Background: an optimization exercise with open tools, aiming at small area, a short achievable clock period and few clock cycles per item. Do not read the settings as production practice.

==> module aes_key_expand, before the edit <==
module aes_key_expand #(
  parameter int KEY_BITS = 256
) (
  input  logic                clk,
  input  logic                rst,
  input  logic                start,
  input  logic [KEY_BITS-1:0] key_in,
  output logic                busy,
  output logic [127:0]        rk_out,
  output logic [3:0]          rk_idx,
  output logic                rk_valid,
  input  logic                rk_ready,
  output logic                done
);
  logic [255:0] st;      
  logic [3:0]   idx;     
  logic         act;     
  logic         vld;     
  logic [3:0]   ridx;    
  logic [31:0]  sw, p0, p1, p2, p3, rc;
  logic [127:0] nw;
  logic [7:0]   rcon;
  logic         adv;
  for (genvar b = 0; b < 4; b++) begin : g_sbox
    aes_ks_sbox u_sbox (.x(st[224+8*b +: 8]), .y(sw[8*b +: 8]));
  end
  aes_ks_mix u_mix (.sw(sw), .rot(!idx[0]), .p({p3, p2, p1, p0}), .nw(nw));
  assign busy     = vld;
  assign rk_valid = vld;
  assign rk_out   = st[127:0];
  assign rk_idx   = ridx;
  always_comb begin
    rcon = 8'h01 << idx[3:1];
    rc = idx[0] ? 32'h0 : {24'h0, rcon};
    p0 = st[31:0] ^ rc;
    p1 = p0 ^ st[63:32];
    p2 = p1 ^ st[95:64];
    p3 = p2 ^ st[127:96];
    adv = rk_ready;
  end
  logic [3:0] act_g, sel_ld, sel_sh, sel_hd;
  for (genvar g = 0; g < 4; g++) begin : g_act
    assign sel_ld[g] = !act_g[g];
    assign sel_sh[g] = act_g[g] && adv;
    assign sel_hd[g] = act_g[g] && !adv;
    always_ff @(posedge clk or posedge rst) begin
      if (rst) act_g[g] <= 1'b0;
      else if (!act_g[g]) act_g[g] <= start;
      else if (adv && idx == 4'd14) act_g[g] <= 1'b0;
    end
  end
  logic [255:0] st_d, st_n;
  assign st_n = {nw, st[255:128]};
  for (genvar j = 0; j < 256; j++) begin : g_sel
    aes_ks_sel u_sel (.ld(sel_ld[j/64]), .sh(sel_sh[j/64]), .hd(sel_hd[j/64]), .k(key_in[j]),
                      .n(st_n[j]), .q(st[j]), .d(st_d[j]));
  end
  always_ff @(posedge clk) begin
    st <= st_d;
  end
  always_ff @(posedge clk) begin
    if (!act) ridx <= 4'd0;
    else if (adv) ridx <= idx + 4'd1;
  end
  always_ff @(posedge clk or posedge rst) begin
    if (rst) begin
      act <= 1'b0;
      vld <= 1'b0;
      idx <= 4'd0;
      done <= 1'b0;
    end else begin
      done <= 1'b0;
      if (!vld) vld <= start;
      else if (adv && idx == 4'd14) vld <= 1'b0;
      if (!act) begin
        idx <= 4'd0;
        if (start) act <= 1'b1;
      end else if (adv) begin
        idx <= idx + 4'd1;
        if (idx == 4'd14) begin
          act <= 1'b0;
          done <= 1'b1;
        end
      end
    end
  end
endmodule
==> flow/config.mk <==
export PLATFORM = sky130hd
export DESIGN_NAME = aes_key_expand
export DESIGN_NICKNAME = aes_key_expand
export VERILOG_FILES = /design/flow/design.v
export SDC_FILE = /design/flow/constraint.sdc
export NUM_CORES = 4
export LEC_CHECK = 0
export CAP_MARGIN = 20
export CORE_MARGIN = 2
export CORE_UTILIZATION = 60
export SLEW_MARGIN = 20
export SYNTH_HIERARCHICAL = 1
export SYNTH_MINIMUM_KEEP_SIZE = 0
==> flow/constraint.sdc <==
create_clock -name core_clock -period 22.0 [get_ports {clk}]
set_input_delay 4.4000 -clock core_clock [delete_from_list [all_inputs] [get_ports {clk}]]
set_output_delay 4.4000 -clock core_clock [all_outputs]
set_load 0.01 [all_outputs]
standard.sh (not shown) runs the stock make flow with config.mk's settings and CLKGATE_MAP_FILE= SYNTH_SCRIPT=/design/flow/synth_recipe.tcl, a recipe that flattens the netlist after the stock synthesis.
==> flow/flow/run.sh <==
#!/bin/bash
# Standard ORFS layout (the standard.sh), with these changes:
#  - synthesis is the standard flow's own script, but ABC maps with flow/abc.script (area-oriented);
#  - ports are buffered with the small sky130_fd_sc_hd__buf_1 instead of the default pick;
#  - clock tree synthesis inserts no dummy loads;
#  - timing repair aims for a slack margin that leaves TARGET_NS (flow/target.txt) of the
#    clock period, so the layout is sized for a shorter period than the constraint asks.
# Each step's full log is in orfs/logs/; the make output is in synth.log and layout.log here.
set -euo pipefail
here=$(pwd)
export FLOW_WORK=$here
export MY_ABC_SCRIPT=$here/flow/abc.script
target=$(cat flow/target.txt)
extra=()
if [[ "$target" != "none" ]]; then
  margin=$(python3 -c "print(round($FLOW_PERIOD_NS - $target, 3))")
  extra+=("SETUP_SLACK_MARGIN=$margin")
fi
bash standard.sh "SYNTH_SCRIPT=$here/flow/my_synth.tcl" synth > "$here/synth.log" 2>&1
bash standard.sh "CTS_ARGS=-sink_clustering_enable -repair_clock_nets -dont_use_dummy_load" "BUFFER_PORTS_ARGS=-buffer_cell sky130_fd_sc_hd__buf_1" "${extra[@]}" finish > "$here/layout.log" 2>&1
==> flow/flow/abc.script <==
strash
map -a
==> flow/flow/my_synth.tcl <==
# The standard synthesis script (synth_recipe.tcl, in the work folder), with one change:
# every ABC mapping call uses the script named by MY_ABC_SCRIPT instead of ORFS's.
proc abc {args} {
  set i [lsearch -exact $args -script]
  if {$i >= 0} { lset args [expr {$i + 1}] $::env(MY_ABC_SCRIPT) }
  yosys abc {*}$args
}
source $::env(FLOW_WORK)/synth_recipe.tcl
==> flow/flow/target.txt <==
5.7
The first run produced a clean layout.
Edit:
--- a/flow/design.v
+++ b/flow/design.v
@@ -36,25 +36,18 @@
     p1 = p0 ^ st[63:32];
     p2 = p1 ^ st[95:64];
     p3 = p2 ^ st[127:96];
     adv = rk_ready;
   end
-  logic [3:0] act_g, sel_ld, sel_sh, sel_hd;
-  for (genvar g = 0; g < 4; g++) begin : g_act
-    assign sel_ld[g] = !act_g[g];
-    assign sel_sh[g] = act_g[g] && adv;
-    assign sel_hd[g] = act_g[g] && !adv;
-    always_ff @(posedge clk or posedge rst) begin
-      if (rst) act_g[g] <= 1'b0;
-      else if (!act_g[g]) act_g[g] <= start;
-      else if (adv && idx == 4'd14) act_g[g] <= 1'b0;
-    end
-  end
+  logic sel_ld, sel_sh, sel_hd;
+  assign sel_ld = !act;
+  assign sel_sh = act && adv;
+  assign sel_hd = act && !adv;
   logic [255:0] st_d, st_n;
   assign st_n = {nw, st[255:128]};
   for (genvar j = 0; j < 256; j++) begin : g_sel
-    aes_ks_sel u_sel (.ld(sel_ld[j/64]), .sh(sel_sh[j/64]), .hd(sel_hd[j/64]), .k(key_in[j]),
+    aes_ks_sel u_sel (.ld(sel_ld), .sh(sel_sh), .hd(sel_hd), .k(key_in[j]),
                       .n(st_n[j]), .q(st[j]), .d(st_d[j]));
   end
   always_ff @(posedge clk) begin
     st <= st_d;
   end
=> Non-clock buffer count drops by 9; wire length drops by about a fifth; first-iteration DRC count drops by a few percent.
No functional check of the RTL was part of any run of this note.

-- afterwards: timing with drivers on the ports --
The flow's constraints put no driver on any port. The routed layouts listed below were extracted and timed again, unchanged, in two steps. Step 1, drivers: a clkbuf_16 drives clk and a buf_2 each remaining input, both assumed. Step 2 adds t to the input delays and takes it off the output delays; t is the mean of the earliest and latest rising clock arrival at the registers after step 1. Input paths then give back, and output paths get back, about the clock's delay inside the block. Three values: ideal ports, drivers, drivers and shift; two values: the first two.
run | shift t [ns] | setup WS [ns] | worst setup path at the end | worst data-port slew with drivers (ns)
the first run | 0.593 | 16.349 / 16.296 / 15.820 | input to register | 0.08
the second run | 0.597 | 16.368 / 16.369 / 15.786 | input to register | 0.08
After both steps setup and hold are still met in every run listed. The setup slack of the second run, which loses most, moves by +0.001 ns with the drivers and by -0.582 ns with both steps.
